This is an optimization exercise on Yosys and OpenROAD, whose aim is a short achievable clock period and few clock cycles per item, not a production implementation. Where RTL was checked, it was by simulation tests only, not by an equivalence proof against the original. For run 1, only the layout was checked, not whether the RTL still works. Power is estimated from default activity; no workload was simulated.

File: design/flow/design.v
`timescale 1ns / 1ps
`default_nettype none
module sspf_ram #(
   parameter int WIDTH = 32,
   parameter int DEPTH = 16,
   parameter int ADDR_W = (DEPTH > 1) ? $clog2(DEPTH) : 1
) (
   input  wire logic              clock,
   input  wire logic              wr_en,
   input  wire logic [ADDR_W-1:0] wr_addr,
   input  wire logic [WIDTH-1:0]  wr_data,
   input  wire logic              rd_en,
   input  wire logic [ADDR_W-1:0] rd_addr,
   output      logic [WIDTH-1:0]  rd_data
);
   logic [WIDTH-1:0] mem_ff [DEPTH];
   logic [WIDTH-1:0] rd_data_ff;
   always_ff @(posedge clock) begin
      if (wr_en) begin
         mem_ff[wr_addr] <= wr_data;
      end
      if (rd_en) begin
         rd_data_ff <= mem_ff[rd_addr];
      end
   end
   assign rd_data = rd_data_ff;
endmodule
`default_nettype wire
`timescale 1ns / 1ps
`default_nettype none
module sspf_divider #(
   parameter int BLOCKS_PER_PAGE = 8
) (
   input  wire logic                          clock,
   input  wire logic                          reset,
   input  wire logic                          start,
   input  wire logic [19:0]  dividend,
   output      logic         done,
   output      logic [19:0]  quotient
);
   localparam int BLOCK_W = 20;
   localparam int                 SHIFT_W = BLOCK_W + $clog2(BLOCKS_PER_PAGE);
   localparam int                 RECIP_W = BLOCK_W + 2;
   localparam int                 PROD_W  = BLOCK_W + RECIP_W;
   localparam logic [RECIP_W-1:0] RECIP   =
      RECIP_W'((64'd1 << SHIFT_W) / 64'(BLOCKS_PER_PAGE) + 64'd1);
   logic               done_ff, done_in;
   logic [BLOCK_W-1:0] quot_ff, quot_in;
   logic [PROD_W-1:0]  product;
   always_comb begin
      product = PROD_W'(dividend) * PROD_W'(RECIP);
      done_in = start;
      quot_in = quot_ff;
      if (start) begin
         quot_in = BLOCK_W'(product >> SHIFT_W);
      end
   end
   always_ff @(posedge clock) begin
      if (reset) begin
         done_ff <= 1'b0;
      end else begin
         done_ff <= done_in;
      end
   end
   always_ff @(posedge clock) begin
      quot_ff <= quot_in;
   end
   assign done     = done_ff;
   assign quotient = quot_ff;
endmodule
`default_nettype wire
`timescale 1ns / 1ps
`default_nettype none
module swap_slot_page_fault_engine_top #(
   parameter int SLOT_COUNT      = 512,
   parameter int BLOCKS_PER_PAGE = 8
) (
   input  wire logic                            clock,
   input  wire logic                            reset,
   input  wire logic                            req_valid,
   output      logic                            req_ready,
   input  wire logic [1:0]                      req_cmd,
   input  wire logic [31:0]                     req_entry,
   input  wire logic [31:0]                     req_new_frame,
   output      logic                            rsp_valid,
   input  wire logic                            rsp_ready,
   output      logic [31:0]                     rsp_new_entry,
   output      logic [19:0]                     rsp_block_no,
   output      logic [1:0]                      rsp_action,
   output      logic [1:0]                      rsp_status,
   input  wire logic                            csr_valid,
   output      logic                            csr_ready,
   input  wire logic [0:0]            csr_index,
   input  wire logic [15:0]           csr_wdata
);
   localparam int N      = 512;
   localparam int LG     = 9;
   localparam int GW     = 16;         
   localparam int NG     = N / GW;     
   localparam int FIFO_N = 12;
   localparam int CAP    = 12;
   localparam logic [2:0] K_UNUSED  = 3'd0;
   localparam logic [2:0] K_ALLOC   = 3'd1;
   localparam logic [2:0] K_PRESENT = 3'd2;
   localparam logic [2:0] K_FAULT   = 3'd3;
   localparam logic [2:0] K_REL     = 3'd4;
   localparam logic [2:0] K_RANGE   = 3'd5;
   logic        rst_q;
   logic        csr_v_q, csr_idx_q;
   logic [15:0] csr_data_q;
   logic [15:0] base_q;
   logic [11:0] mark_q;
   always_ff @(posedge clock) begin
      rst_q      <= reset;
      csr_v_q    <= csr_valid & ~reset;
      csr_idx_q  <= csr_index[0];
      csr_data_q <= csr_wdata;
      if (rst_q) begin
         base_q <= 16'd2;
         mark_q <= 12'h200;
      end else if (csr_v_q) begin
         if (csr_idx_q) mark_q <= csr_data_q[11:0];
         else           base_q <= csr_data_q;
      end
   end
   assign csr_ready = 1'b1;
   logic        ready_q;
   logic        v0;
   logic [1:0]  cmd0;
   logic [31:0] entry0;
   logic [19:0] frame0;
   always_ff @(posedge clock) begin
      v0     <= req_valid & ready_q & ~reset;
      cmd0   <= req_cmd;
      entry0 <= req_entry;
      frame0 <= req_new_frame[31:12];
   end
   assign req_ready = ready_q;
   logic [19:0] blk0;
   logic [20:0] diff0;
   logic        oor0;
   logic [2:0]  kind0;
   logic        free0;
   assign blk0  = entry0[31:12];
   assign diff0 = {1'b0, blk0} - {5'd0, base_q};
   assign oor0  = diff0[20] | (|diff0[19:12]);
   always_comb begin
      case (cmd0)
         2'd0:    kind0 = K_ALLOC;
         2'd1:    kind0 = entry0[0] ? K_PRESENT : (oor0 ? K_RANGE : K_FAULT);
         2'd2:    kind0 = oor0 ? K_RANGE : K_REL;
         default: kind0 = K_UNUSED;
      endcase
   end
   assign free0 = v0 & ~rst_q & ((kind0 == K_FAULT) | (kind0 == K_REL));
   logic          v1, alloc1;
   logic [2:0]    kind1;
   logic [LG-1:0] idx1;
   logic [GW-1:0] setl1;           
   logic [NG-1:0] setg1;           
   logic [11:0]   flg1;
   logic [19:0]   frame1, blk1;
   always_ff @(posedge clock) begin
      v1     <= v0 & ~rst_q;
      alloc1 <= v0 & ~rst_q & (cmd0 == 2'd0);
      kind1  <= kind0;
      idx1   <= diff0[LG+2:3];
      setl1  <= GW'(1) << diff0[6:3];
      setg1  <= {NG{free0}} & (NG'(1) << diff0[11:7]);
      flg1   <= entry0[11:0];
      frame1 <= frame0;
      blk1   <= blk0;
   end
   logic [N-1:0]  free_q;          
   logic [NG-1:0] grp_q;           
   logic [NG-1:0] gpre [0:5];      
   logic [NG-1:0] gbelow;          
   logic [NG-1:0] first;           
   logic [NG-1:0] two;             
   logic [N-1:0]  lbelow;          
   logic [N-1:0]  free_d;
   logic [NG-1:0] grp_d;
   logic [NG-1:0][3:0] lidx;       
   assign gpre[0] = grp_q;
   for (genvar l = 1; l <= 5; l++) begin : g_gks
      assign gpre[l] = gpre[l-1] | (gpre[l-1] << (1 << (l - 1)));
   end
   assign gbelow = gpre[5] << 1;
   assign first  = grp_q & ~gbelow;
   for (genvar g = 0; g < NG; g++) begin : g_grp
      logic [GW-1:0] w;
      logic [GW-1:0] p [0:4];
      logic [GW-1:0] bl;
      logic [GW-1:0] a1, t1;
      logic [7:0]    a2, t2;
      logic [3:0]    a3, t3;
      logic [1:0]    a4, t4;
      assign w    = free_q[g*GW +: GW];
      assign p[0] = w;
      for (genvar l = 1; l <= 4; l++) begin : g_lks
         assign p[l] = p[l-1] | (p[l-1] << (1 << (l - 1)));
      end
      assign bl = p[4] << 1;
      assign lbelow[g*GW +: GW] = bl;
      for (genvar i = 0; i < 8; i++) begin : g_t2
         assign a2[i] = w[2*i] | w[2*i+1];
         assign t2[i] = w[2*i] & w[2*i+1];
      end
      for (genvar i = 0; i < 4; i++) begin : g_t3
         assign a3[i] = a2[2*i] | a2[2*i+1];
         assign t3[i] = t2[2*i] | t2[2*i+1] | (a2[2*i] & a2[2*i+1]);
      end
      for (genvar i = 0; i < 2; i++) begin : g_t4
         assign a4[i] = a3[2*i] | a3[2*i+1];
         assign t4[i] = t3[2*i] | t3[2*i+1] | (a3[2*i] & a3[2*i+1]);
      end
      assign two[g] = t4[0] | t4[1] | (a4[0] & a4[1]);
      always_comb begin
         lidx[g] = '0;
         for (int k = GW - 1; k >= 0; k--) begin
            if (w[k]) lidx[g] = 4'(k);
         end
      end
      assign free_d[g*GW +: GW] = ({GW{setg1[g]}} & setl1) |
                                  (w & (bl | {GW{~alloc1 | gbelow[g]}}));
      assign grp_d[g] = setg1[g] | (grp_q[g] & (~alloc1 | gbelow[g] | two[g]));
   end
   logic          v2, full2;
   logic [NG-1:0] first2;
   logic [NG-1:0][3:0] lidx2;
   logic [2:0]    kind2;
   logic [LG-1:0] idx2;
   logic [11:0]   flg2;
   logic [19:0]   frame2, blk2;
   always_ff @(posedge clock) begin
      if (rst_q) begin
         free_q <= '1;
         grp_q  <= '1;
      end else begin
         free_q <= free_d;
         grp_q  <= grp_d;
      end
      first2 <= first;
      lidx2  <= lidx;
      full2  <= ~gpre[5][NG-1];
      v2     <= v1 & ~rst_q;
      kind2  <= kind1;
      idx2   <= idx1;
      flg2   <= flg1;
      frame2 <= frame1;
      blk2   <= blk1;
   end
   logic [4:0]    gidx2;
   logic [3:0]    lsel2;
   logic [LG-1:0] aidx2;
   always_comb begin
      gidx2 = '0;
      lsel2 = '0;
      for (int g = 0; g < NG; g++) begin
         if (first2[g]) begin
            gidx2 = gidx2 | 5'(g);
            lsel2 = lsel2 | lidx2[g];
         end
      end
   end
   assign aidx2 = {gidx2, lsel2};
   logic          v3, wr3, full3;
   logic [2:0]    kind3;
   logic [LG-1:0] slot3;
   logic [11:0]   flg3;
   logic [19:0]   frame3, blk3;
   always_ff @(posedge clock) begin
      v3     <= v2 & ~rst_q;
      wr3    <= v2 & ~rst_q & (kind2 == K_ALLOC) & ~full2;
      full3  <= full2;
      kind3  <= kind2;
      slot3  <= (kind2 == K_ALLOC) ? aidx2 : idx2;
      flg3   <= flg2;
      frame3 <= frame2;
      blk3   <= blk2;
   end
   logic [11:0] flags_q [N];
   logic [11:0] rd4 [N/16];
   logic [19:0] slot_blk3;
   assign slot_blk3 = {4'd0, base_q} + {8'd0, slot3, 3'd0};
   always_ff @(posedge clock) begin
      if (rst_q) begin
         for (int k = 0; k < N; k++) flags_q[k] <= '0;
      end else if (wr3) begin
         flags_q[slot3] <= flg3;
      end
   end
   logic          v4, full4;
   logic [2:0]    kind4;
   logic [4:0]    sel4;
   logic [19:0]   hi4, bno4;
   always_ff @(posedge clock) begin
      for (int g = 0; g < N / 16; g++) begin
         rd4[g] <= flags_q[{g[4:0], slot3[3:0]}];
      end
      v4    <= v3 & ~rst_q;
      full4 <= full3;
      kind4 <= kind3;
      sel4  <= slot3[8:4];
      hi4   <= (kind3 == K_ALLOC) ? slot_blk3 : frame3;
      bno4  <= (kind3 == K_ALLOC) ? slot_blk3 : blk3;
   end
   logic [11:0] flags4;
   logic [55:0] rsp4;              
   assign flags4 = rd4[sel4];
   always_comb begin
      rsp4 = '0;
      case (kind4)
         K_ALLOC: begin
            if (full4) rsp4[1:0] = 2'd1;
            else       rsp4 = {hi4, mark_q[11:1], 1'b0, bno4, 2'd1, 2'd0};
         end
         K_PRESENT: rsp4 = {hi4, 12'h003, 20'd0, 2'd3, 2'd0};
         K_FAULT:   rsp4 = {hi4, flags4 | 12'h001, bno4, 2'd2, 2'd0};
         K_REL:     rsp4 = {32'd0, bno4, 2'd0, 2'd0};
         K_RANGE:   rsp4 = {32'd0, bno4, 2'd0, 2'd2};
         default:   ;
      endcase
   end
   logic [55:0] fifo_q [FIFO_N];
   logic [3:0]  wptr_q, rptr_q;
   always_ff @(posedge clock) begin
      if (v4) fifo_q[wptr_q] <= rsp4;
      if (rst_q)                          wptr_q <= '0;
      else if (v4 && wptr_q == FIFO_N - 1) wptr_q <= '0;
      else if (v4)                        wptr_q <= wptr_q + 1'b1;
   end
   logic        ov_q, pop_q;
   logic [55:0] o_q, head, o_hold;
   logic        nonempty;
   logic [3:0]  rptr_inc, rptr_ld, rptr_st;
   logic [7:0]  cnt_q;
   assign nonempty = (wptr_q != rptr_q);
   assign head     = fifo_q[rptr_q];
   assign rptr_inc = (rptr_q == FIFO_N - 1) ? 4'd0 : rptr_q + 1'b1;
   assign rptr_ld  = nonempty ? rptr_inc : rptr_q;
   assign rptr_st  = ov_q ? rptr_q : rptr_ld;
   assign o_hold   = ov_q ? o_q : head;
   always_ff @(posedge clock) begin
      ov_q  <= ~reset & ~rst_q & (nonempty | (ov_q & ~rsp_ready));
      o_q   <= rsp_ready ? head : o_hold;
      if (rst_q) rptr_q <= '0;
      else       rptr_q <= rsp_ready ? rptr_ld : rptr_st;
      pop_q <= ov_q & rsp_ready;
      if (rst_q) cnt_q <= '0;
      else       cnt_q <= cnt_q + 8'(v0) - 8'(pop_q);
      ready_q <= ~reset & ~rst_q & ((cnt_q + 8'(v0) + 8'(ready_q) + 8'd1) <= 8'(CAP));
   end
   assign rsp_valid     = ov_q;
   assign rsp_new_entry = o_q[55:24];
   assign rsp_block_no  = o_q[23:4];
   assign rsp_action    = o_q[3:2];
   assign rsp_status    = o_q[1:0];
endmodule
`default_nettype wire
File: design/flow/run.sh
#!/bin/bash
# synth_recipe.tcl (not shown) runs the flow's synth.tcl, then flattens the netlist and writes it again
# the make line also repeats each setting of config.mk as NAME=value (left out here)
make -C /OpenROAD-flow-scripts/flow DESIGN_CONFIG=/design/flow/config.mk WORK_HOME=/design/flow/orfs CLKGATE_MAP_FILE= SYNTH_SCRIPT=/design/flow/synth_recipe.tcl finish
File: design/flow/config.mk
export PLATFORM = sky130hd
export DESIGN_NAME = swap_slot_page_fault_engine_top
export DESIGN_NICKNAME = swap_slot_page_fault_engine_top
export VERILOG_FILES = /design/flow/design.v
export SDC_FILE = /design/flow/constraint.sdc
export NUM_CORES = 4
export LEC_CHECK = 0
export ABC_CLOCK_PERIOD_IN_PS = 1000
export CAP_MARGIN = 20
export CELL_PAD_IN_SITES_DETAIL_PLACEMENT = 1
export CELL_PAD_IN_SITES_GLOBAL_PLACEMENT = 2
export CORE_MARGIN = 2
export CORE_UTILIZATION = 50
export SETUP_SLACK_MARGIN = 5
export SLEW_MARGIN = 20
export SYNTH_MEMORY_MAX_BITS = 16384
File: design/flow/constraint.sdc
create_clock -name core_clock -period 8.0 [get_ports {clock}]
set_input_delay 1.6000 -clock core_clock [delete_from_list [all_inputs] [get_ports {clock}]]
set_output_delay 1.6000 -clock core_clock [all_outputs]
set_load 0.01 [all_outputs]
==> results of run 1 <==
==> Yosys cell counts, types with 16 or more instances <==
| cell type | n |
|---|---|
| or4_1 | 41 |
| a22o_1 | 47 |
| nand2_1 | 547 |
| clkbuf_1 | 2528 |
| and3_1 | 5662 |
| nor3_1 | 166 |
| a21o_1 | 540 |
| mux2i_1 | 61 |
| nor2_1 | 533 |
| a31oi_1 | 26 |
| nand2b_1 | 48 |
| o21bai_1 | 98 |
| a211oi_1 | 16 |
| a21boi_0 | 40 |
| inv_1 | 143 |
| xnor2_1 | 16 |
| nand3_1 | 102 |
| o21a_1 | 22 |
| a22oi_1 | 262 |
| dfxtp_1 | 1474 |
| o31ai_1 | 38 |
| a21oi_1 | 198 |
| maj3_1 | 23 |
| o22ai_1 | 71 |
| a221o_1 | 249 |
| or3_1 | 70 |
| ha_1 | 36 |
| xor2_1 | 17 |
| nand4_1 | 73 |
| mux4_2 | 1925 |
| edfxtp_1 | 6347 |
| and2_1 | 53 |
| or2_2 | 23 |
| a221oi_1 | 80 |
| buf_1 | 162 |
| nor2b_1 | 67 |
| nor4_1 | 91 |
| o21ai_0 | 603 |
==> area by class of cell <==
class	instances	area (sq um)	share of cell area, %
Multi-Input combinational cell	11970	109400	28.86
Timing Repair Buffer	850	11090	2.926
Tap cell	8938	11180	2.950
Antenna cell	74	185.2	0.04884
Sequential cell	7821	220200	58.09
Clock inverter	291	2569	0.6775
Clock buffer	1254	23890	6.302
Inverter	145	548.0	0.1445
==> path summary, 6_finish.rpt <==
| kind | start | endpoint | slack (ps) | cells past startpoint |
|---|---|---|---|---|
| setup / recovery | o_q[0] | rsp_status[0] | 4600 | 1 |
| hold / removal | frame0[18] | frame1[18] | 320 | 0 |
| setup reg to reg | sel4[3] | fifo_q[11][28] | 4810 | 10 |
| hold reg to reg | frame0[18] | frame1[18] | 320 | 0 |
==> flip-flops by register name, indices dropped and copies added (netlist names), 16 cells and up, named ones only <==
signal,cells
flags_q,5632
fifo_q,660
free_q,512
rd4,352
lidx2,128
o_q,55
entry0,32
first2,32
grp_q,32
setg1,32
blk1,20
blk2,20
blk3,20
bno4,20
frame0,20
frame1,20
frame2,20
frame3,20
hi4,20
base_q,16
csr_data_q,16
setl1,16
==> worst register-to-register path: cells and delay by family, from the launching register on <==
family                 cells  cell delay (ps)
AOI/OAI and AO/OA          3             1200
buffers and inverters      3              450
DFF                        1              390
and+or+nand+nor            4              810
==> power breakdown <==
part | internal (mW) | switching (mW)
registers | 45.7 | 2.04
logic | 4.81 | 7.03
clock network | 21.5 | 16.5
total | 72.0 | 25.6
==> routing by layer <==
metal  up-vias  wire length, microns  GRT usage (%)
li1      86840                     -              -
met1    110200                454400          44.54
met2      7452                534200          51.57
met3      1605                 79740          4.745
met4        16                 49130          11.84
met5         -                    95              0
==> cells by family (layout without fill, tap and decap cells) <==
kind of cell	Yosys count	count (layout)
other	1	75
XOR/XNOR	33	33
AND/OR/NAND/NOR	7522	7532
AO/OA/AOI/OAI	2358	2358
adder cells (fa/ha/maj)	60	60
multiplexers	1986	1986
flip-flops	7821	7821
buffers and inverters	2844	2540
==> what timing repair did <==
item | CTS | global route
resized for setup | 1201 | 328
setup buffers | 147 | 60
endpoints found under the setup margin | 11410 | 4325
pin swaps | 80 | 75
hold buffers | 0 | 0
cloned | 59 | 18
==> results.json, run 1 <==
{
  "timing.slew.headroom_pct": 5.509,
  "synthesis.area_sq_um": 336400,
  "initial_core_util_pct": 50.12,
  "status": "complete, no violations",
  "cts.sinks": 7821,
  "worstPathMaxFanout": 1,
  "die_area_sq_um": 679300,
  "syn_area_per_cell_sq_um": 14.87,
  "fin_crit_ps": 3401,
  "synth_top_flop_cell": "edfxtp_1",
  "finalNonFillerCells": 31340,
  "postRouteWirelength_microns": 1118000,
  "slowest_delay_ps": 470,
  "max-cap-violations": 0,
  "synth_top_cell_area_share_pct": 56.66,
  "hold_slack_ps": 318.1,
  "maxSlewViolCount": 0,
  "syn_to_final_growth_pct": 12.71,
  "clk_pin_slew_worst_paths_ps": 60,
  "synth_area_leaders": "edfxtp_1 (57%), mux4_2 (13%), and3_1 (11%), dfxtp_1 (8.8%), clkbuf_1 (2.8%)",
  "required_ps": 6400,
  "crit_type": "reg2out",
  "track_usage_pct": 31.99,
  "num_vias": 206100,
  "cts_buffers": 824,
  "worst_slack_ps": 4599,
  "worstSetupEndpointType": "output port",
  "utilization_pct": 56.49,
  "vias_per_cell": 6.576,
  "grt_max_degree": 193,
  "rows": 301,
  "fp.dieW_microns": 824.2,
  "skew_ps": 63.50,
  "synth.area.mux_share_pct": 13.07,
  "worst_ep_arrival_time_ps": 1800,
  "port_buffers": 133,
  "drc": 0,
  "grt_pass1_wl_microns": 1579000,
  "layout_common_cells": "edfxtp_1 (6,347), and3_1 (5,657), mux4_2 (1,925), dfxtp_1 (1,429), clkbuf_16 (853)",
  "final_common_cell": "edfxtp_1",
  "syn_nets": 22750,
  "h-tree-depth": 6,
  "cts_buffer_depth": 4,
  "postSynth.asyncResetShare_pct": 0,
  "final_nets": 21740,
  "worst_slew_pin_slew_ps": 1417,
  "cts-root-buf": "clkbuf_16",
  "setup_viol": 0,
  "ys_seq_area_share_pct": 65.43,
  "yosys.area_share.xor_xnor_pct": 0.08592,
  "yosys_warnings": 35,
  "final_area_sq_um": 379100,
  "crit_slowest_cell": "edfxtp_1",
  "finalPower_mw": 97.61,
  "synthCells": 22630,
  "synth-compound-area-share_pct": 4.887,
  "cp_num_buf_inv": 1,
  "antenna_found_initial": 79,
  "hpwl_microns": 635600,
  "boundaryPins": 147,
  "fp.dieH_microns": 824.2,
  "grt_pass1_vias": 207200,
  "finalHoldViolCount": 0,
  "hold_path.class": "reg2reg",
  "layout-drive-gt1-share_pct": 21.49,
  "n_fill_cell": 60870,
  "rsz0062_at_grt": "yes",
  "synth.ff_latch_count": 7821,
  "synth-adder-area-share_pct": 0.2083,
  "fin_setup_tns_ps": 0,
  "p_leak_nw": 151.8,
  "synth.distinct_cells": 76,
  "worstPathCellList": "buf_2",
  "wl_per_cell_microns": 35.66,
  "dp_slack_ps": 3427,
  "grt_overflow": 0,
  "core_sq_um": 671100,
  "fmax_ghz": 0.2940,
  "start_kind": "register",
  "finalCritPeriodShare_pct": 42.51,
  "clk_latency_ps": 1170,
  "antenna_left": 0,
  "synth-edff-count": 6347,
  "synth_top_family_by_area": "simple AND/OR/NAND/NOR gates",
  "max-vdd-ir-drop_uv": 248.4,
  "drt_first_pass_iters": 6,
  "cts_tree": "built",
  "path_delay_family": "flip-flops",
  "powerDensity_nw_per_um2": 257.5,
  "synth-simple-area-share_pct": 13.14,
  "synth_top_area_cell": "edfxtp_1",
  "place_congestion": 0.9256,
  "drt_iter0_drc": 22990,
  "dp_cells": 29440,
  "placed_cell_area_sq_um": 344300
}
==> inputs of run 2 (changes only) <==
--- a/design/flow/design.v
+++ b/design/flow/design.v
@@ -97,8 +97,8 @@
    localparam int LG     = 9;
    localparam int GW     = 16;         
    localparam int NG     = N / GW;     
-   localparam int FIFO_N = 12;
-   localparam int CAP    = 12;
+   localparam int FIFO_N = 10;
+   localparam int CAP    = 10;
    localparam logic [2:0] K_UNUSED  = 3'd0;
    localparam logic [2:0] K_ALLOC   = 3'd1;
    localparam logic [2:0] K_PRESENT = 3'd2;
@@ -106,21 +106,16 @@
    localparam logic [2:0] K_REL     = 3'd4;
    localparam logic [2:0] K_RANGE   = 3'd5;
    logic        rst_q;
-   logic        csr_v_q, csr_idx_q;
-   logic [15:0] csr_data_q;
    logic [15:0] base_q;
    logic [11:0] mark_q;
    always_ff @(posedge clock) begin
-      rst_q      <= reset;
-      csr_v_q    <= csr_valid & ~reset;
-      csr_idx_q  <= csr_index[0];
-      csr_data_q <= csr_wdata;
-      if (rst_q) begin
+      rst_q <= reset;
+      if (reset) begin
          base_q <= 16'd2;
          mark_q <= 12'h200;
-      end else if (csr_v_q) begin
-         if (csr_idx_q) mark_q <= csr_data_q[11:0];
-         else           base_q <= csr_data_q;
+      end else if (csr_valid) begin
+         if (csr_index[0]) mark_q <= csr_wdata[11:0];
+         else              base_q <= csr_wdata;
       end
    end
    assign csr_ready = 1'b1;
@@ -129,12 +124,10 @@
    logic [1:0]  cmd0;
    logic [31:0] entry0;
    logic [19:0] frame0;
-   always_ff @(posedge clock) begin
-      v0     <= req_valid & ready_q & ~reset;
-      cmd0   <= req_cmd;
-      entry0 <= req_entry;
-      frame0 <= req_new_frame[31:12];
-   end
+   assign v0     = req_valid & ready_q & ~reset;
+   assign cmd0   = req_cmd;
+   assign entry0 = req_entry;
+   assign frame0 = req_new_frame[31:12];
    assign req_ready = ready_q;
    logic [19:0] blk0;
    logic [20:0] diff0;
@@ -279,15 +272,24 @@
       frame3 <= frame2;
       blk3   <= blk2;
    end
-   logic [11:0] flags_q [N];
-   logic [11:0] rd4 [N/16];
+   logic [N-1:0]         fwe;
+   logic [11:0]          fwd;
+   logic [N/16-1:0][11:0] rd4;
    logic [19:0] slot_blk3;
    assign slot_blk3 = {4'd0, base_q} + {8'd0, slot3, 3'd0};
-   always_ff @(posedge clock) begin
-      if (rst_q) begin
-         for (int k = 0; k < N; k++) flags_q[k] <= '0;
-      end else if (wr3) begin
-         flags_q[slot3] <= flg3;
+   assign fwd = flg3 & {12{~rst_q}};
+   for (genvar g = 0; g < N / 16; g++) begin : g_fgrp
+      logic [16*12-1:0] gv;
+      for (genvar j = 0; j < 16; j++) begin : g_fs
+         logic [11:0] flags_q;
+         assign fwe[g*16+j] = rst_q | (wr3 & (slot3 == LG'(g*16+j)));
+         always_ff @(posedge clock) begin
+            if (fwe[g*16+j]) flags_q <= fwd;
+         end
+         assign gv[j*12 +: 12] = flags_q;
+      end
+      always_ff @(posedge clock) begin
+         rd4[g] <= gv[slot3[3:0]*12 +: 12];
       end
    end
    logic          v4, full4;
@@ -295,9 +297,6 @@
    logic [4:0]    sel4;
    logic [19:0]   hi4, bno4;
    always_ff @(posedge clock) begin
-      for (int g = 0; g < N / 16; g++) begin
-         rd4[g] <= flags_q[{g[4:0], slot3[3:0]}];
-      end
       v4    <= v3 & ~rst_q;
       full4 <= full3;
       kind4 <= kind3;
@@ -305,51 +304,63 @@
       hi4   <= (kind3 == K_ALLOC) ? slot_blk3 : frame3;
       bno4  <= (kind3 == K_ALLOC) ? slot_blk3 : blk3;
    end
-   logic [11:0] flags4;
-   logic [55:0] rsp4;              
-   assign flags4 = rd4[sel4];
+   logic [11:0] flags5;
+   logic        v5, full5;
+   logic [2:0]  kind5;
+   logic [19:0] hi5, bno5;
+   always_ff @(posedge clock) begin
+      flags5 <= rd4[sel4];
+      v5     <= v4 & ~rst_q;
+      full5  <= full4;
+      kind5  <= kind4;
+      hi5    <= hi4;
+      bno5   <= bno4;
+   end
+   logic [55:0] rsp5;              
    always_comb begin
-      rsp4 = '0;
-      case (kind4)
+      rsp5 = '0;
+      case (kind5)
          K_ALLOC: begin
-            if (full4) rsp4[1:0] = 2'd1;
-            else       rsp4 = {hi4, mark_q[11:1], 1'b0, bno4, 2'd1, 2'd0};
+            if (full5) rsp5[1:0] = 2'd1;
+            else       rsp5 = {hi5, mark_q[11:1], 1'b0, bno5, 2'd1, 2'd0};
          end
-         K_PRESENT: rsp4 = {hi4, 12'h003, 20'd0, 2'd3, 2'd0};
-         K_FAULT:   rsp4 = {hi4, flags4 | 12'h001, bno4, 2'd2, 2'd0};
-         K_REL:     rsp4 = {32'd0, bno4, 2'd0, 2'd0};
-         K_RANGE:   rsp4 = {32'd0, bno4, 2'd0, 2'd2};
+         K_PRESENT: rsp5 = {hi5, 12'h003, 20'd0, 2'd3, 2'd0};
+         K_FAULT:   rsp5 = {hi5, flags5 | 12'h001, bno5, 2'd2, 2'd0};
+         K_REL:     rsp5 = {32'd0, bno5, 2'd0, 2'd0};
+         K_RANGE:   rsp5 = {32'd0, bno5, 2'd0, 2'd2};
          default:   ;
       endcase
    end
    logic [55:0] fifo_q [FIFO_N];
    logic [3:0]  wptr_q, rptr_q;
    always_ff @(posedge clock) begin
-      if (v4) fifo_q[wptr_q] <= rsp4;
+      if (v5) fifo_q[wptr_q] <= rsp5;
       if (rst_q)                          wptr_q <= '0;
-      else if (v4 && wptr_q == FIFO_N - 1) wptr_q <= '0;
-      else if (v4)                        wptr_q <= wptr_q + 1'b1;
+      else if (v5 && wptr_q == FIFO_N - 1) wptr_q <= '0;
+      else if (v5)                        wptr_q <= wptr_q + 1'b1;
    end
    logic        ov_q, pop_q;
-   logic [55:0] o_q, head, o_hold;
-   logic        nonempty;
+   logic [55:0] o_q, o_cpy_q, head, o_hold;
+   logic        nonempty, avail;
    logic [3:0]  rptr_inc, rptr_ld, rptr_st;
    logic [7:0]  cnt_q;
    assign nonempty = (wptr_q != rptr_q);
-   assign head     = fifo_q[rptr_q];
+   assign avail    = nonempty | v5;
+   assign head     = nonempty ? fifo_q[rptr_q] : rsp5;
    assign rptr_inc = (rptr_q == FIFO_N - 1) ? 4'd0 : rptr_q + 1'b1;
-   assign rptr_ld  = nonempty ? rptr_inc : rptr_q;
+   assign rptr_ld  = avail ? rptr_inc : rptr_q;
    assign rptr_st  = ov_q ? rptr_q : rptr_ld;
-   assign o_hold   = ov_q ? o_q : head;
+   assign o_hold   = ov_q ? o_cpy_q : head;
    always_ff @(posedge clock) begin
-      ov_q  <= ~reset & ~rst_q & (nonempty | (ov_q & ~rsp_ready));
+      ov_q  <= ~reset & ~rst_q & (avail | (ov_q & ~rsp_ready));
       o_q   <= rsp_ready ? head : o_hold;
+      if (rsp_ready || !ov_q) o_cpy_q <= head;
       if (rst_q) rptr_q <= '0;
       else       rptr_q <= rsp_ready ? rptr_ld : rptr_st;
       pop_q <= ov_q & rsp_ready;
       if (rst_q) cnt_q <= '0;
-      else       cnt_q <= cnt_q + 8'(v0) - 8'(pop_q);
-      ready_q <= ~reset & ~rst_q & ((cnt_q + 8'(v0) + 8'(ready_q) + 8'd1) <= 8'(CAP));
+      else       cnt_q <= cnt_q + 8'(v1) - 8'(pop_q);
+      ready_q <= ~reset & ~rst_q & ((cnt_q + 8'(v1) + 8'(ready_q) + 8'd1) <= 8'(CAP));
    end
    assign rsp_valid     = ov_q;
    assign rsp_new_entry = o_q[55:24];
--- a/design/flow/config.mk
+++ b/design/flow/config.mk
@@ -10,7 +10,7 @@
 export CELL_PAD_IN_SITES_DETAIL_PLACEMENT = 1
 export CELL_PAD_IN_SITES_GLOBAL_PLACEMENT = 2
 export CORE_MARGIN = 2
-export CORE_UTILIZATION = 50
+export CORE_UTILIZATION = 60
 export SETUP_SLACK_MARGIN = 5
 export SLEW_MARGIN = 20
 export SYNTH_MEMORY_MAX_BITS = 16384
==> results.json, run 2 <==
{
  "max-cap-violations": 0,
  "syn_to_final_growth_pct": 14.01,
  "track_usage_pct": 33.72,
  "skew_ps": 92.44,
  "num_vias": 155500,
  "cts_buffer_depth": 4,
  "crit_type": "in2reg",
  "synth-compound-area-share_pct": 5.202,
  "layout_common_cells": "edfxtp_1 (6,237), mux4_2 (1,980), dfxtp_1 (1,432), clkbuf_16 (776), nand2_1 (479)",
  "required_ps": 8990,
  "synth_top_cell_area_share_pct": 63.96,
  "synth_top_flop_cell": "edfxtp_1",
  "p_leak_nw": 116.3,
  "worst_slew_pin_slew_ps": 1276,
  "clk_latency_ps": 1140,
  "finalCritPeriodShare_pct": 41.50,
  "fin_crit_ps": 3320,
  "synth-adder-area-share_pct": 0.2419,
  "h-tree-depth": 6,
  "drc": 0,
  "clk_pin_slew_worst_paths_ps": 70,
  "rows": 256,
  "syn_area_per_cell_sq_um": 19.50,
  "grt_overflow": 0,
  "postSynth.asyncResetShare_pct": 0,
  "antenna_left": 0,
  "setup_viol": 0,
  "initial_core_util_pct": 60.22,
  "postRouteWirelength_microns": 838800,
  "worstPathMaxFanout": 5,
  "cts-root-buf": "clkbuf_16",
  "grt_pass1_wl_microns": 1190000,
  "worstSetupEndpointType": "register",
  "yosys_warnings": 34,
  "fin_setup_tns_ps": 0,
  "synth_area_leaders": "edfxtp_1 (64%), mux4_2 (15%), dfxtp_1 (10%), a21o_1 (1.2%), clkbuf_1 (0.87%)",
  "largestRegisters": "g_fgrp.g_fs.flags_q x5632, fifo_q x550, free_q x512",
  "die_area_sq_um": 493600,
  "antenna_found_initial": 61,
  "grt_max_degree": 232,
  "wl_per_cell_microns": 36.90,
  "finalHoldViolCount": 0,
  "layout-drive-gt1-share_pct": 26.93,
  "synth.ff_latch_count": 7749,
  "final_common_cell": "edfxtp_1",
  "worstPathCellList": "clkdlybuf4s15_2 > ha_4 > a21oi_4 > a2bb2oi_4 > o31ai_4 > a311o_1 > xor2_1 > nand4_1 > buf_6 > buf_12 > buf_16 > nor4_2",
  "boundaryPins": 147,
  "largest_reg_flops": 5632,
  "core_sq_um": 486200,
  "ys_seq_area_share_pct": 74.30,
  "fp.dieW_microns": 702.6,
  "maxSlewViolCount": 0,
  "timing.slew.headroom_pct": 14.91,
  "status": "complete, no violations",
  "slowest_delay_ps": 400,
  "hpwl_microns": 472600,
  "synth-simple-area-share_pct": 2.977,
  "drt_iter0_drc": 18830,
  "cts_hold_buf": 0,
  "grt_pass1_vias": 160200,
  "yosys.area_share.xor_xnor_pct": 0.1167,
  "synthCells": 15020,
  "synth-edff-count": 6237,
  "synth_top_family_by_area": "multiplexers",
  "synth_top_area_cell": "edfxtp_1",
  "cts.sinks": 7749,
  "cts_tree": "built",
  "fmax_ghz": 0.3012,
  "synth.area.mux_share_pct": 15.91,
  "top_register": "g_fgrp.g_fs.flags_q",
  "synth.distinct_cells": 75,
  "final_nets": 15700,
  "synthTopCellsByCount": "edfxtp_1 (6,237), mux4_2 (1,980), dfxtp_1 (1,512)",
  "start_kind": "input port",
  "vias_per_cell": 6.841,
  "cts_buffers": 754,
  "port_buffers": 133,
  "finalPower_mw": 97.80,
  "crit_slowest_cell": "a311o_1",
  "synthesis.area_sq_um": 292800,
  "drt_first_pass_iters": 8,
  "hold_path.class": "reg2reg",
  "syn_nets": 15140,
  "max-vdd-ir-drop_uv": 250.8,
  "worst_ep_arrival_time_ps": 4310,
  "place_congestion": 0.8983,
  "powerDensity_nw_per_um2": 293.0,
  "rsz0062_at_grt": "yes",
  "fp.dieH_microns": 702.6,
  "yosysMostFrequentCell": "edfxtp_1"
}
run 2: cell count changes in the layout (fill, tap and decap cells not counted), moves of 122 or more:
cell | before | now
and3_1 | 5657 | 32
a21o_1 | 54 | 278
a21o_4 | 184 | 2
a21oi_1 | 179 | 338
o21ai_0 | 585 | 457
a21o_2 | 302 | 180
run 2: power by group:
group          internal (mW)  switching, mW  leakage, nW  total, mW
clock network           20.8           15.7         12.4       36.5
registers               46.5           1.52         76.2       48.1
logic                   5.66           7.58         27.6       13.2
run 2: worst paths after layout:
check,startpoint,endpoint,slack (ps),cells past startpoint
setup / recovery,req_entry[20],setg1[16],4680,12
hold / removal,flg2[1],flg3[1],290,0
setup reg to reg,grp_q[7],free_q[367],4720,11
hold reg to reg,flg2[1],flg3[1],290,0
run 2: through the flow:
step                util (%)  worst slack, ps  area [sq um]  hold WS (ps)  instances
floorplan                  -             2158        292900         309.6      15020
global placement       62.12             2189        302000         309.5      21050
detailed placement     62.14             2313        302100         313.2      21050
CTS                    68.16             4585        331400         273.1      22620
global route           68.64             4644        333700         296.7      22700
finish                 68.66             4680        333800         286.0      22730
run 2: worst max-delay path: cells and delay by family:
| family | cells | cell delay, ps |
|---|---|---|
| compound gates | 4 | 940 |
| buf+inv | 4 | 770 |
| simple gates | 2 | 550 |
| fa+ha+maj | 1 | 260 |
| xor+xnor | 1 | 170 |
run 2: layout make-up:
| class | instances | area (sq um) |
|---|---|---|
| inverters | 174 | 664.4 |
| flip-flops and latches | 7749 | 217700 |
| diodes | 41 | 102.6 |
| clock buffers | 1060 | 21330 |
| well taps | 6450 | 8070 |
| clock inverters | 357 | 4193 |
| fillers | 38200 | 152400 |
| multi-input cells | 6294 | 74190 |
| repair buffers | 606 | 7565 |
run 2: cell families after synthesis:
family,Yosys count
xor+xnor,39
fa+ha+maj,61
mux,2163
flops,7749
compound gates,2214
other cells,1
buf+inv,976
simple gates,1814
run 2: timing repair:
action,4_1_cts,5_1_grt
cloned,28,10
buffers inserted,119,57
setup endpoints to repair,7755,2958
gates resized for setup,853,337
pin swaps,60,71
run 2: layer usage:
layer	GRT usage (%)	vias to the layer above	share of wire (%)
met1	46.28	83050	38
met5	0	-	0.031
li1	-	62900	-
met4	13.12	42	4.3
met3	6.070	1548	8.6
met2	54.68	7964	49
Testbench counts of run 2, summed over its fixed seeds: cycles 9,672, items 9,600.
==> inputs of run 3 (changes only) <==
--- a/design/flow/design.v
+++ b/design/flow/design.v
@@ -257,39 +257,45 @@
       end
    end
    assign aidx2 = {gidx2, lsel2};
-   logic          v3, wr3, full3;
+   logic          v3, full3;
    logic [2:0]    kind3;
-   logic [LG-1:0] slot3;
+   logic [LG-1:0] slot2, slot3;
+   logic          wr2;
+   logic [31:0]   wdg3;            
+   logic [15:0]   wdl3;            
    logic [11:0]   flg3;
    logic [19:0]   frame3, blk3;
+   assign slot2 = (kind2 == K_ALLOC) ? aidx2 : idx2;
+   assign wr2   = v2 & ~rst_q & (kind2 == K_ALLOC) & ~full2;
    always_ff @(posedge clock) begin
       v3     <= v2 & ~rst_q;
-      wr3    <= v2 & ~rst_q & (kind2 == K_ALLOC) & ~full2;
+      wdg3   <= {32{wr2}} & (32'(1) << slot2[8:4]);
+      wdl3   <= 16'(1) << slot2[3:0];
       full3  <= full2;
       kind3  <= kind2;
-      slot3  <= (kind2 == K_ALLOC) ? aidx2 : idx2;
+      slot3  <= slot2;
       flg3   <= flg2;
       frame3 <= frame2;
       blk3   <= blk2;
    end
-   logic [N-1:0]         fwe;
-   logic [11:0]          fwd;
-   logic [N/16-1:0][11:0] rd4;
+   logic [N-1:0]          fwe;
+   logic [11:1]           fwd;
+   logic [N/16-1:0][11:1] rd4;
    logic [19:0] slot_blk3;
    assign slot_blk3 = {4'd0, base_q} + {8'd0, slot3, 3'd0};
-   assign fwd = flg3 & {12{~rst_q}};
+   assign fwd = flg3[11:1] & {11{~rst_q}};
    for (genvar g = 0; g < N / 16; g++) begin : g_fgrp
-      logic [16*12-1:0] gv;
+      logic [16*11-1:0] gv;
       for (genvar j = 0; j < 16; j++) begin : g_fs
-         logic [11:0] flags_q;
-         assign fwe[g*16+j] = rst_q | (wr3 & (slot3 == LG'(g*16+j)));
+         logic [11:1] flags_q;
+         assign fwe[g*16+j] = rst_q | (wdg3[g] & wdl3[j]);
          always_ff @(posedge clock) begin
             if (fwe[g*16+j]) flags_q <= fwd;
          end
-         assign gv[j*12 +: 12] = flags_q;
+         assign gv[j*11 +: 11] = flags_q;
       end
       always_ff @(posedge clock) begin
-         rd4[g] <= gv[slot3[3:0]*12 +: 12];
+         rd4[g] <= gv[slot3[3:0]*11 +: 11];
       end
    end
    logic          v4, full4;
@@ -304,7 +310,7 @@
       hi4   <= (kind3 == K_ALLOC) ? slot_blk3 : frame3;
       bno4  <= (kind3 == K_ALLOC) ? slot_blk3 : blk3;
    end
-   logic [11:0] flags5;
+   logic [11:1] flags5;
    logic        v5, full5;
    logic [2:0]  kind5;
    logic [19:0] hi5, bno5;
@@ -325,7 +331,7 @@
             else       rsp5 = {hi5, mark_q[11:1], 1'b0, bno5, 2'd1, 2'd0};
          end
          K_PRESENT: rsp5 = {hi5, 12'h003, 20'd0, 2'd3, 2'd0};
-         K_FAULT:   rsp5 = {hi5, flags5 | 12'h001, bno5, 2'd2, 2'd0};
+         K_FAULT:   rsp5 = {hi5, flags5, 1'b1, bno5, 2'd2, 2'd0};
          K_REL:     rsp5 = {32'd0, bno5, 2'd0, 2'd0};
          K_RANGE:   rsp5 = {32'd0, bno5, 2'd0, 2'd2};
          default:   ;
--- a/design/flow/config.mk
+++ b/design/flow/config.mk
@@ -11,6 +11,8 @@
 export CELL_PAD_IN_SITES_GLOBAL_PLACEMENT = 2
 export CORE_MARGIN = 2
 export CORE_UTILIZATION = 60
+export CTS_CLUSTER_DIAMETER = 60
+export CTS_CLUSTER_SIZE = 30
 export SETUP_SLACK_MARGIN = 5
 export SLEW_MARGIN = 20
 export SYNTH_MEMORY_MAX_BITS = 16384
==> results.json, run 3 <==
{
  "status": "complete, no violations",
  "synth-edff-count": 6237,
  "slowest_delay_ps": 430,
  "skew_ps": 61.32,
  "vias_per_cell": 6.831,
  "max-cap-violations": 0,
  "hold_slack_ps": 323.4,
  "grt_pass1_wl_microns": 1165000,
  "finalHoldViolCount": 0,
  "cts-root-buf": "clkbuf_16",
  "fmax_ghz": 0.3094,
  "rsz0062_at_grt": "yes",
  "setup_viol": 0,
  "synthCells": 15270,
  "grt_max_degree": 200,
  "path_delay_family": "flip-flops",
  "worst_ep_arrival_time_ps": 1630,
  "rows": 257,
  "fp.dieW_microns": 704.0,
  "timing.slew.headroom_pct": 11.56,
  "grt_pass1_vias": 158300,
  "worstPathCellList": "buf_6",
  "dp_cells": 21220,
  "required_ps": 6400,
  "hold_path.class": "reg2reg",
  "yosysMostFrequentCell": "edfxtp_1",
  "worstPathMaxFanout": 2,
  "finalCritPeriodShare_pct": 40.41,
  "top_register": "g_fgrp.g_fs.flags_q",
  "boundaryPins": 147,
  "synth.distinct_cells": 73,
  "crit_slowest_cell": "dfxtp_4",
  "final_common_cell": "edfxtp_1",
  "drt_iter0_drc": 18020,
  "drc": 0,
  "syn_nets": 15390,
  "use_met1_pct": 46.04,
  "cts_buffers": 560,
  "final_nets": 15600,
  "synth_top_cell_area_share_pct": 63.70,
  "wl_per_cell_microns": 36.10,
  "fin_crit_ps": 3233,
  "synth.ff_latch_count": 7796,
  "syn_to_final_growth_pct": 11.12,
  "clk_pin_slew_worst_paths_ps": 90,
  "antenna_left": 0,
  "postRouteWirelength_microns": 810100,
  "grt_overflow": 0,
  "cts_buffer_depth": 4,
  "powerDensity_nw_per_um2": 281.3,
  "cts_tree": "built",
  "initial_core_util_pct": 60.12,
  "syn_area_per_cell_sq_um": 19.26,
  "largestRegisters": "g_fgrp.g_fs.flags_q x5632, fifo_q x550, free_q x512",
  "grt_use_met2_pct": 53.14,
  "finalNonFillerCells": 22440,
  "crit_type": "reg2out",
  "place_congestion": 0.9329,
  "worst_slew_pin_slew_ps": 1327,
  "largest_reg_flops": 5632,
  "synthesis.area_sq_um": 294000,
  "cp_num_buf_inv": 1,
  "finalPower_mw": 91.92,
  "cts_hold_buf": 0,
  "grt.busiest_layer": "met2",
  "antenna_found_initial": 52,
  "ys_seq_area_share_pct": 74.31,
  "port_buffers": 133,
  "maxSlewViolCount": 0,
  "placed_cell_area_sq_um": 302800,
  "yosys_warnings": 34,
  "gr-usage-met3_pct": 4.432,
  "die_area_sq_um": 495700,
  "track_usage_pct": 32.52,
  "layout_common_cells": "edfxtp_1 (6,237), mux4_2 (1,921), dfxtp_1 (1,466), clkbuf_16 (606), nor2_1 (559)",
  "start_kind": "register",
  "worstSetupEndpointType": "output port",
  "final_area_sq_um": 326700,
  "num_vias": 153300,
  "utilization_pct": 66.80,
  "drt_first_pass_iters": 6,
  "clk_latency_ps": 1110,
  "worst_slack_ps": 4767,
  "synth_area_leaders": "edfxtp_1 (64%), mux4_2 (15%), dfxtp_1 (11%), a21o_1 (1.3%), o21ai_0 (0.88%)",
  "synth_top_area_cell": "edfxtp_1",
  "dp_slack_ps": 2418,
  "layout-drive-gt1-share_pct": 24.13,
  "fin_setup_tns_ps": 0,
  "fp.dieH_microns": 704.0,
  "synthTopCellsByCount": "edfxtp_1 (6,237), mux4_2 (1,921), dfxtp_1 (1,559)",
  "hpwl_microns": 471400,
  "h-tree-depth": 6,
  "p_leak_nw": 113.0,
  "max-vdd-ir-drop_uv": 273.8,
  "core_sq_um": 489100,
  "postSynth.asyncResetShare_pct": 0,
  "cts.sinks": 7796,
  "synth_top_flop_cell": "edfxtp_1"
}
-- run 3: changes by cell type after synthesis, moves of 25 or more --
cell and change:
nor2_1 +83, a211oi_1 +64, nor2b_1 +33, o21bai_1 -89, inv_1 -30, buf_1 +104
mux4_2 -59, a21o_1 +57, a221oi_1 +32, a31oi_1 +25, clkbuf_1 -45, dfxtp_1 +47
and2_1 +35
-- run 3: path summary, 6_finish.rpt --
path / from / endpoint / slack (ps) / depth (start not counted)
min: idx1[2] / idx2[2] / 320 / 0
max reg2reg: grp_q[3] / free_q[254] / 4800 / 9
max: o_q[24] / rsp_new_entry[0] / 4770 / 1
min reg2reg: idx1[2] / idx2[2] / 320 / 0
-- run 3: layer usage --
| metal | vias to the layer above | wire length [microns] |
|---|---|---|
| li1 | 62820 | - |
| met1 | 82070 | 316500 |
| met2 | 7133 | 398600 |
| met3 | 1268 | 64480 |
| met4 | 8 | 30540 |
| met5 | - | 44 |
-- run 3: what timing repair did --
item                       4_1_cts  5_1_grt
gates cloned                    17        7
hold endpoints to repair         0        0
buffers inserted                87       48
setup endpoints to repair     6884      858
gates resized for setup        632      202
pin swaps                       43       60
-- run 3: area by class of cell --
type / count / area, sq um
sequential: 7796 / 218700
fill: 39000 / 162400
multi-input combinational: 6464 / 73190
clock buffer: 664 / 15430
tap: 6475 / 8102
timing repair buffer: 505 / 6067
clock inverter: 376 / 4609
inverter: 144 / 545.5
antenna: 20 / 50.05
-- run 3: cell families (layout without fill, tap and decap cells) --
logic type | after synthesis | in the layout | share of synthesized area, %
adder cells (fa/ha/maj) | 64 | 64 | 0.2511
XOR/XNOR | 43 | 43 | 0.1281
multiplexers | 2131 | 2131 | 15.48
other | 1 | 21 | 0.001275
AO/OA/AOI/OAI | 2296 | 2296 | 5.392
flip-flops | 7796 | 7796 | 74.31
buffers and inverters | 1009 | 1689 | 1.294
AND/OR/NAND/NOR | 1925 | 1929 | 3.135
-- run 3: power breakdown --
part | internal [mW] | total [mW] | switching [mW]
combinational | 5.47 | 12.6 | 7.10
clock | 16.1 | 31.0 | 14.9
sequential | 46.7 | 48.3 | 1.61
total | 68.3 | 91.9 | 23.6
Testbench counts of run 3, summed over its fixed seeds: cycles 9,672, items 9,600.
==> inputs of run 4 (changes only) <==
--- a/design/flow/design.v
+++ b/design/flow/design.v
@@ -1,29 +1,84 @@
 `timescale 1ns / 1ps
 `default_nettype none
-module sspf_ram #(
-   parameter int WIDTH = 32,
-   parameter int DEPTH = 16,
-   parameter int ADDR_W = (DEPTH > 1) ? $clog2(DEPTH) : 1
-) (
-   input  wire logic              clock,
-   input  wire logic              wr_en,
-   input  wire logic [ADDR_W-1:0] wr_addr,
-   input  wire logic [WIDTH-1:0]  wr_data,
-   input  wire logic              rd_en,
-   input  wire logic [ADDR_W-1:0] rd_addr,
-   output      logic [WIDTH-1:0]  rd_data
+module sspf_bitmap (
+   input  wire logic             clock,
+   input  wire logic             rst,
+   input  wire logic             alloc,
+   input  wire logic [31:0]      setg,
+   input  wire logic [15:0]      setl,
+   output      logic [31:0]      first2,
+   output      logic [31:0][3:0] lidx2,
+   output      logic             full2
 );
-   logic [WIDTH-1:0] mem_ff [DEPTH];
-   logic [WIDTH-1:0] rd_data_ff;
-   always_ff @(posedge clock) begin
-      if (wr_en) begin
-         mem_ff[wr_addr] <= wr_data;
+   localparam int N  = 512;
+   localparam int GW = 16;
+   localparam int NG = N / GW;
+   logic [N-1:0]  free_q;          
+   logic [NG-1:0] grp_q;           
+   logic [NG-1:0] gpre [0:5];      
+   logic [NG-1:0] gbelow;          
+   logic [NG-1:0] first;           
+   logic [NG-1:0] two;             
+   logic [N-1:0]  lbelow;          
+   logic [N-1:0]  free_d;
+   logic [NG-1:0] grp_d;
+   logic [NG-1:0][3:0] lidx;       
+   assign gpre[0] = grp_q;
+   for (genvar l = 1; l <= 5; l++) begin : g_gks
+      assign gpre[l] = gpre[l-1] | (gpre[l-1] << (1 << (l - 1)));
+   end
+   assign gbelow = gpre[5] << 1;
+   assign first  = grp_q & ~gbelow;
+   for (genvar g = 0; g < NG; g++) begin : g_grp
+      logic [GW-1:0] w;
+      logic [GW-1:0] p [0:4];
+      logic [GW-1:0] bl;
+      logic [GW-1:0] a1, t1;
+      logic [7:0]    a2, t2;
+      logic [3:0]    a3, t3;
+      logic [1:0]    a4, t4;
+      assign w    = free_q[g*GW +: GW];
+      assign p[0] = w;
+      for (genvar l = 1; l <= 4; l++) begin : g_lks
+         assign p[l] = p[l-1] | (p[l-1] << (1 << (l - 1)));
       end
-      if (rd_en) begin
-         rd_data_ff <= mem_ff[rd_addr];
+      assign bl = p[4] << 1;
+      assign lbelow[g*GW +: GW] = bl;
+      for (genvar i = 0; i < 8; i++) begin : g_t2
+         assign a2[i] = w[2*i] | w[2*i+1];
+         assign t2[i] = w[2*i] & w[2*i+1];
+      end
+      for (genvar i = 0; i < 4; i++) begin : g_t3
+         assign a3[i] = a2[2*i] | a2[2*i+1];
+         assign t3[i] = t2[2*i] | t2[2*i+1] | (a2[2*i] & a2[2*i+1]);
+      end
+      for (genvar i = 0; i < 2; i++) begin : g_t4
+         assign a4[i] = a3[2*i] | a3[2*i+1];
+         assign t4[i] = t3[2*i] | t3[2*i+1] | (a3[2*i] & a3[2*i+1]);
+      end
+      assign two[g] = t4[0] | t4[1] | (a4[0] & a4[1]);
+      always_comb begin
+         lidx[g] = '0;
+         for (int k = GW - 1; k >= 0; k--) begin
+            if (w[k]) lidx[g] = 4'(k);
+         end
       end
+      assign free_d[g*GW +: GW] = ({GW{setg[g]}} & setl) |
+                                  (w & (bl | {GW{~alloc | gbelow[g]}}));
+      assign grp_d[g] = setg[g] | (grp_q[g] & (~alloc | gbelow[g] | two[g]));
+   end
+   always_ff @(posedge clock) begin
+      if (rst) begin
+         free_q <= '1;
+         grp_q  <= '1;
+      end else begin
+         free_q <= free_d;
+         grp_q  <= grp_d;
+      end
+      first2 <= first;
+      lidx2  <= lidx;
+      full2  <= ~gpre[5][NG-1];
    end
-   assign rd_data = rd_data_ff;
 endmodule
 `default_nettype wire
 `timescale 1ns / 1ps
@@ -164,78 +219,25 @@
       frame1 <= frame0;
       blk1   <= blk0;
    end
-   logic [N-1:0]  free_q;          
-   logic [NG-1:0] grp_q;           
-   logic [NG-1:0] gpre [0:5];      
-   logic [NG-1:0] gbelow;          
-   logic [NG-1:0] first;           
-   logic [NG-1:0] two;             
-   logic [N-1:0]  lbelow;          
-   logic [N-1:0]  free_d;
-   logic [NG-1:0] grp_d;
-   logic [NG-1:0][3:0] lidx;       
-   assign gpre[0] = grp_q;
-   for (genvar l = 1; l <= 5; l++) begin : g_gks
-      assign gpre[l] = gpre[l-1] | (gpre[l-1] << (1 << (l - 1)));
-   end
-   assign gbelow = gpre[5] << 1;
-   assign first  = grp_q & ~gbelow;
-   for (genvar g = 0; g < NG; g++) begin : g_grp
-      logic [GW-1:0] w;
-      logic [GW-1:0] p [0:4];
-      logic [GW-1:0] bl;
-      logic [GW-1:0] a1, t1;
-      logic [7:0]    a2, t2;
-      logic [3:0]    a3, t3;
-      logic [1:0]    a4, t4;
-      assign w    = free_q[g*GW +: GW];
-      assign p[0] = w;
-      for (genvar l = 1; l <= 4; l++) begin : g_lks
-         assign p[l] = p[l-1] | (p[l-1] << (1 << (l - 1)));
-      end
-      assign bl = p[4] << 1;
-      assign lbelow[g*GW +: GW] = bl;
-      for (genvar i = 0; i < 8; i++) begin : g_t2
-         assign a2[i] = w[2*i] | w[2*i+1];
-         assign t2[i] = w[2*i] & w[2*i+1];
-      end
-      for (genvar i = 0; i < 4; i++) begin : g_t3
-         assign a3[i] = a2[2*i] | a2[2*i+1];
-         assign t3[i] = t2[2*i] | t2[2*i+1] | (a2[2*i] & a2[2*i+1]);
-      end
-      for (genvar i = 0; i < 2; i++) begin : g_t4
-         assign a4[i] = a3[2*i] | a3[2*i+1];
-         assign t4[i] = t3[2*i] | t3[2*i+1] | (a3[2*i] & a3[2*i+1]);
-      end
-      assign two[g] = t4[0] | t4[1] | (a4[0] & a4[1]);
-      always_comb begin
-         lidx[g] = '0;
-         for (int k = GW - 1; k >= 0; k--) begin
-            if (w[k]) lidx[g] = 4'(k);
-         end
-      end
-      assign free_d[g*GW +: GW] = ({GW{setg1[g]}} & setl1) |
-                                  (w & (bl | {GW{~alloc1 | gbelow[g]}}));
-      assign grp_d[g] = setg1[g] | (grp_q[g] & (~alloc1 | gbelow[g] | two[g]));
-   end
-   logic          v2, full2;
-   logic [NG-1:0] first2;
+   logic [NG-1:0]      first2;
    logic [NG-1:0][3:0] lidx2;
+   logic               full2;
+   sspf_bitmap u_bm (
+      .clock (clock),
+      .rst   (rst_q),
+      .alloc (alloc1),
+      .setg  (setg1),
+      .setl  (setl1),
+      .first2(first2),
+      .lidx2 (lidx2),
+      .full2 (full2)
+   );
+   logic          v2;
    logic [2:0]    kind2;
    logic [LG-1:0] idx2;
    logic [11:0]   flg2;
    logic [19:0]   frame2, blk2;
    always_ff @(posedge clock) begin
-      if (rst_q) begin
-         free_q <= '1;
-         grp_q  <= '1;
-      end else begin
-         free_q <= free_d;
-         grp_q  <= grp_d;
-      end
-      first2 <= first;
-      lidx2  <= lidx;
-      full2  <= ~gpre[5][NG-1];
       v2     <= v1 & ~rst_q;
       kind2  <= kind1;
       idx2   <= idx1;
--- a/design/flow/config.mk
+++ b/design/flow/config.mk
@@ -15,4 +15,5 @@
 export CTS_CLUSTER_SIZE = 30
 export SETUP_SLACK_MARGIN = 5
 export SLEW_MARGIN = 20
+export SYNTH_HIERARCHICAL = 1
 export SYNTH_MEMORY_MAX_BITS = 16384
==> results.json, run 4 <==
{
  "cts_buffer_depth": 4,
  "hold_slack_ps": 324.5,
  "seq_power_share_pct": 52.7,
  "layout-drive-gt1-share_pct": 23.58,
  "synth_top_area_cell": "edfxtp_1",
  "h-tree-depth": 6,
  "core_sq_um": 490700,
  "status": "complete, no violations",
  "setup_viol": 0,
  "use_met1_pct": 46.60,
  "utilization_pct": 66.73,
  "cts_tree": "built",
  "synth-edff-count": 6237,
  "synth-adder-area-share_pct": 0.2866,
  "place_congestion": 0.9269,
  "postSynth.asyncResetShare_pct": 0,
  "grt_pass1_vias": 159800,
  "ys_seq_area_share_pct": 73.83,
  "synth_top_cell_area_share_pct": 63.29,
  "max-cap-violations": 0,
  "grt_pass1_wl_microns": 1185000,
  "cts-root-buf": "clkbuf_16",
  "finalPower_mw": 91.88,
  "gr-usage-met3_pct": 5.111,
  "synthCells": 15430,
  "wl_per_cell_microns": 36.67,
  "final_area_sq_um": 327400,
  "port_buffers": 133,
  "fp.dieH_microns": 706.3,
  "largestRegisters": "g_fgrp.g_fs.flags_q x5632, fifo_q x550, u_bm.free_q x512",
  "cts.sinks": 7796,
  "grt_overflow": 0,
  "synthesis.area_sq_um": 295900,
  "max-vdd-ir-drop_uv": 295.0,
  "cp_num_buf_inv": 1,
  "syn_area_per_cell_sq_um": 19.18,
  "worst_slew_pin_slew_ps": 1320,
  "num_vias": 155900,
  "syn_to_final_growth_pct": 10.64,
  "crit_slowest_cell": "dfxtp_4",
  "grt_max_degree": 205,
  "clockPowerShare_pct": 33.1,
  "synthTopCellsByCount": "edfxtp_1 (6,237), mux4_2 (1,941), dfxtp_1 (1,559)",
  "swShare_pct": 26.28,
  "placed_cell_area_sq_um": 304400,
  "antenna_found_initial": 44,
  "start_kind": "register",
  "antenna_left": 0,
  "p_leak_nw": 113.2,
  "rows": 257,
  "timing.slew.headroom_pct": 12.02,
  "boundaryPins": 147,
  "yosysMostFrequentCell": "edfxtp_1",
  "required_ps": 6400,
  "fmax_ghz": 0.3121,
  "clk_pin_slew_worst_paths_ps": 90,
  "grt.busiest_layer": "met2",
  "yosys_warnings": 41,
  "synth-compound-area-share_pct": 5.407,
  "worstPathMaxFanout": 2,
  "slowest_delay_ps": 390,
  "synth.ff_latch_count": 7796,
  "initial_core_util_pct": 60.31,
  "drt_first_pass_iters": 8,
  "maxSlewViolCount": 0,
  "syn_nets": 15550,
  "fp.dieW_microns": 706.3,
  "synth.distinct_cells": 94,
  "yosys.area_share.xor_xnor_pct": 0.1353,
  "worst_ep_arrival_time_ps": 1600,
  "die_area_sq_um": 498900,
  "track_usage_pct": 32.98,
  "worstPathCellList": "buf_6",
  "synth-simple-area-share_pct": 3.417,
  "p_int_mw": 67.74,
  "rsz0062_at_grt": "yes",
  "drc": 0,
  "drt_iter0_drc": 19120,
  "top_register": "g_fgrp.g_fs.flags_q",
  "fin_crit_ps": 3204,
  "finalHoldViolCount": 0,
  "postRouteWirelength_microns": 825500,
  "hpwl_microns": 477100,
  "grt_use_met2_pct": 53.40,
  "synth.area.mux_share_pct": 15.52,
  "fin_setup_tns_ps": 0,
  "p_sw_mw": 24.15,
  "path_delay_family": "flip-flops",
  "hold_path.class": "reg2reg",
  "final_common_cell": "edfxtp_1",
  "synth_top_family_by_area": "multiplexers",
  "power_frac_comb_pct": 14.3,
  "synth_top_flop_cell": "edfxtp_1",
  "crit_type": "reg2out",
  "worstSetupEndpointType": "output port",
  "finalCritPeriodShare_pct": 40.05,
  "synth_area_leaders": "edfxtp_1 (63%), mux4_2 (15%), dfxtp_1 (11%), a21o_1 (1.4%), clkbuf_1 (0.89%)",
  "skew_ps": 58.21,
  "clk_latency_ps": 1110,
  "largest_reg_flops": 5632,
  "cts_buffers": 553,
  "powerDensity_nw_per_um2": 280.6,
  "final_nets": 15680,
  "vias_per_cell": 6.923,
  "layout_common_cells": "edfxtp_1 (6,237), mux4_2 (1,941), dfxtp_1 (1,479), clkbuf_16 (587), a21o_1 (531)"
}
run 4: modules after synthesis (local to each module, per instance):
module	cell area [sq um]	cells inside
swap_slot_page_fault_engine_top	264000	11650
sspf_bitmap	31940	3778
run 4: cell type report:
| cell class | count | area, sq um |
|---|---|---|
| multi-input combinational | 6555 | 74430 |
| timing repair buffer | 481 | 6040 |
| fill | 39210 | 163300 |
| antenna | 20 | 50.05 |
| sequential | 7796 | 218700 |
| inverter | 168 | 639.4 |
| clock inverter | 389 | 4674 |
| tap | 6475 | 8102 |
| clock buffer | 627 | 14800 |
run 4: timing repair:
item / in CTS / in global routing
setup buffers: 72 / 36
hold buffers: 0 / 0
endpoints found under the setup margin: 5835 / 1365
pin swaps: 41 / 43
gates cloned: 28 / 8
gates resized for setup: 567 / 134
run 4: cell families (layout without fill, tap and decap cells):
group | Yosys count | after routing
DFF | 7796 | 7796
AOI/OAI and AO/OA | 2297 | 2298
muxes | 2146 | 2146
and+or+nand+nor | 1989 | 1994
buffers and inverters | 1081 | 1665
adders and majority gates | 75 | 75
xor gates and xnor gates | 41 | 41
other | 1 | 21
run 4: path summary, 6_finish.rpt:
kind	start	to	slack (ps)	cells after the start
hold reg to reg	flg1[3]	flg2[3]	320	0
setup / recovery	o_q[24]	rsp_new_entry[0]	4800	1
setup reg to reg	rst_q	g_fgrp[3].g_fs[5].flags_q[5]	4870	4
hold / removal	flg1[3]	flg2[3]	320	0
run 4: power groups by stage:
stage	clock, mW	sequential [mW]	combinational [mW]
floorplan	0	48.1	8.05
global placement	0	49.0	12.0
detailed placement	0	49.3	12.3
CTS	30.7	48.4	13.0
global route	32.0	48.5	13.6
finish	30.4	48.4	13.1
run 4: routing by layer:
metal,wire [microns],vias up
met3,67840,1307
met4,30640,14
li1,-,63510
met5,102,-
met2,405200,7593
met1,321800,83420
run 4: per-stage QoR:
stage | setup slack, ps | std cells
after floorplan | 2267 | 15430
after global placement | 2832 | 21330
after detailed placement | 2828 | 21330
after CTS | 4588 | 22440
after global routing | 4765 | 22490
final | 4796 | 22510
Testbench counts of run 4, summed over its fixed seeds: cycles 9,672, items 9,600.
==> inputs of run 5 (changes only) <==
--- a/design/flow/config.mk
+++ b/design/flow/config.mk
@@ -10,7 +10,7 @@
 export CELL_PAD_IN_SITES_DETAIL_PLACEMENT = 1
 export CELL_PAD_IN_SITES_GLOBAL_PLACEMENT = 2
 export CORE_MARGIN = 2
-export CORE_UTILIZATION = 60
+export CORE_UTILIZATION = 70
 export CTS_CLUSTER_DIAMETER = 60
 export CTS_CLUSTER_SIZE = 30
 export SETUP_SLACK_MARGIN = 5
==> results.json, run 5 <==
{
  "synth_top_cell_area_share_pct": 63.29,
  "synth.area.mux_share_pct": 15.52,
  "synth-edff-count": 6237,
  "error_line": "[ERROR DPL-0033] detailed placement checks failed during check placement.",
  "status": "stopped before the end",
  "boundaryPins": 147,
  "synth-compound-area-share_pct": 5.407,
  "initial_core_util_pct": 70.38,
  "synthesis.area_sq_um": 295900,
  "fp.dieW_microns": 654.2,
  "place_congestion": 0.9161,
  "yosys_warnings": 41,
  "syn_nets": 15550,
  "yosys.area_share.xor_xnor_pct": 0.1353,
  "synth_top_area_cell": "edfxtp_1",
  "synth_top_family_by_area": "multiplexers",
  "synth_area_leaders": "edfxtp_1 (63%), mux4_2 (15%), dfxtp_1 (11%), a21o_1 (1.4%), clkbuf_1 (0.89%)",
  "synthCells": 15430,
  "yosysMostFrequentCell": "edfxtp_1",
  "synth-adder-area-share_pct": 0.2866,
  "synthTopCellsByCount": "edfxtp_1 (6,237), mux4_2 (1,941), dfxtp_1 (1,559)",
  "synth.distinct_cells": 94,
  "haltStage": "3_5_place_dp",
  "hpwl_microns": 547900,
  "ys_seq_area_share_pct": 73.83,
  "synth-simple-area-share_pct": 3.417,
  "fp.dieH_microns": 654.2,
  "synth.ff_latch_count": 7796,
  "synth_top_flop_cell": "edfxtp_1",
  "port_buffers": 133,
  "syn_area_per_cell_sq_um": 19.18,
  "postSynth.asyncResetShare_pct": 0,
  "rows": 238
}
[run 5: cell counts after synthesis]
No cell type changed its count.
[run 5: metrics by stage]
step,instances,setup WS (ps),hold slack (ps)
3_3_place_gp,20480,2891,310.7
2_1_floorplan,15430,2267,309.6
[run 5: power groups by stage]
stage / combinational [mW] / sequential [mW] / clock [mW]
3_3_place_gp: 11.5 / 49.1 / 0
2_1_floorplan: 8.05 / 48.1 / 0
[run 5: how the worst max path moves through the flow]
stage | from | endpoint
after global placement | req_entry[20] | setg1[25]
after floorplan | rst_q | g_fgrp[0].g_fs[0].flags_q[10]
[run 5: cells by family after synthesis]
| family | Yosys count |
|---|---|
| xor+xnor | 41 |
| simple gates | 1989 |
| fa+ha+maj | 75 |
| buf+inv | 1081 |
| flops | 7796 |
| other cells | 1 |
| mux | 2146 |
| compound gates | 2297 |
[run 5: per-module statistics from Yosys (local to each module, per instance)]
module / area, sq um / flip-flops and latches
sspf_bitmap: 31940 / 705
swap_slot_page_fault_engine_top: 264000 / 7091

port drivers added, routing unchanged:
Ports are ideal in the flow. The routed layouts listed here were re-timed in OpenROAD. Step 1 (the two cells are an assumption about what drives the block):
set clk [get_ports {clock}]
set_driving_cell -lib_cell sky130_fd_sc_hd__clkbuf_16 $clk
set_driving_cell -lib_cell sky130_fd_sc_hd__buf_2 [delete_from_list [all_inputs] $clk]
Step 2 moves the port delays by t, midway between the first and last clock arrival at a register: inputs arrive t later, outputs are due t later. That takes back most of the time a late clock gives input paths. a / b / c = no drivers / after step 1 / after step 2; a / b = the first two.
| run | t (ns) | setup WS [ns] | latest minus earliest clock arrival (ns) |
|---|---|---|---|
| run 1 | 1.296 | 4.599 / 4.444 / 4.521 | 0.085 / 0.085 |
| run 2 | 1.232 | 4.680 / 4.663 / 3.538 | 0.094 / 0.094 |
| run 3 | 1.212 | 4.767 / 4.636 / 3.786 | 0.069 / 0.069 |
| run 4 | 1.217 | 4.796 / 4.664 / 3.843 | 0.066 / 0.066 |
After both steps every run listed still meets setup and hold. The setup slack of run 2, which loses most, moves by -0.017 ns with the drivers and by -1.142 ns with both steps.
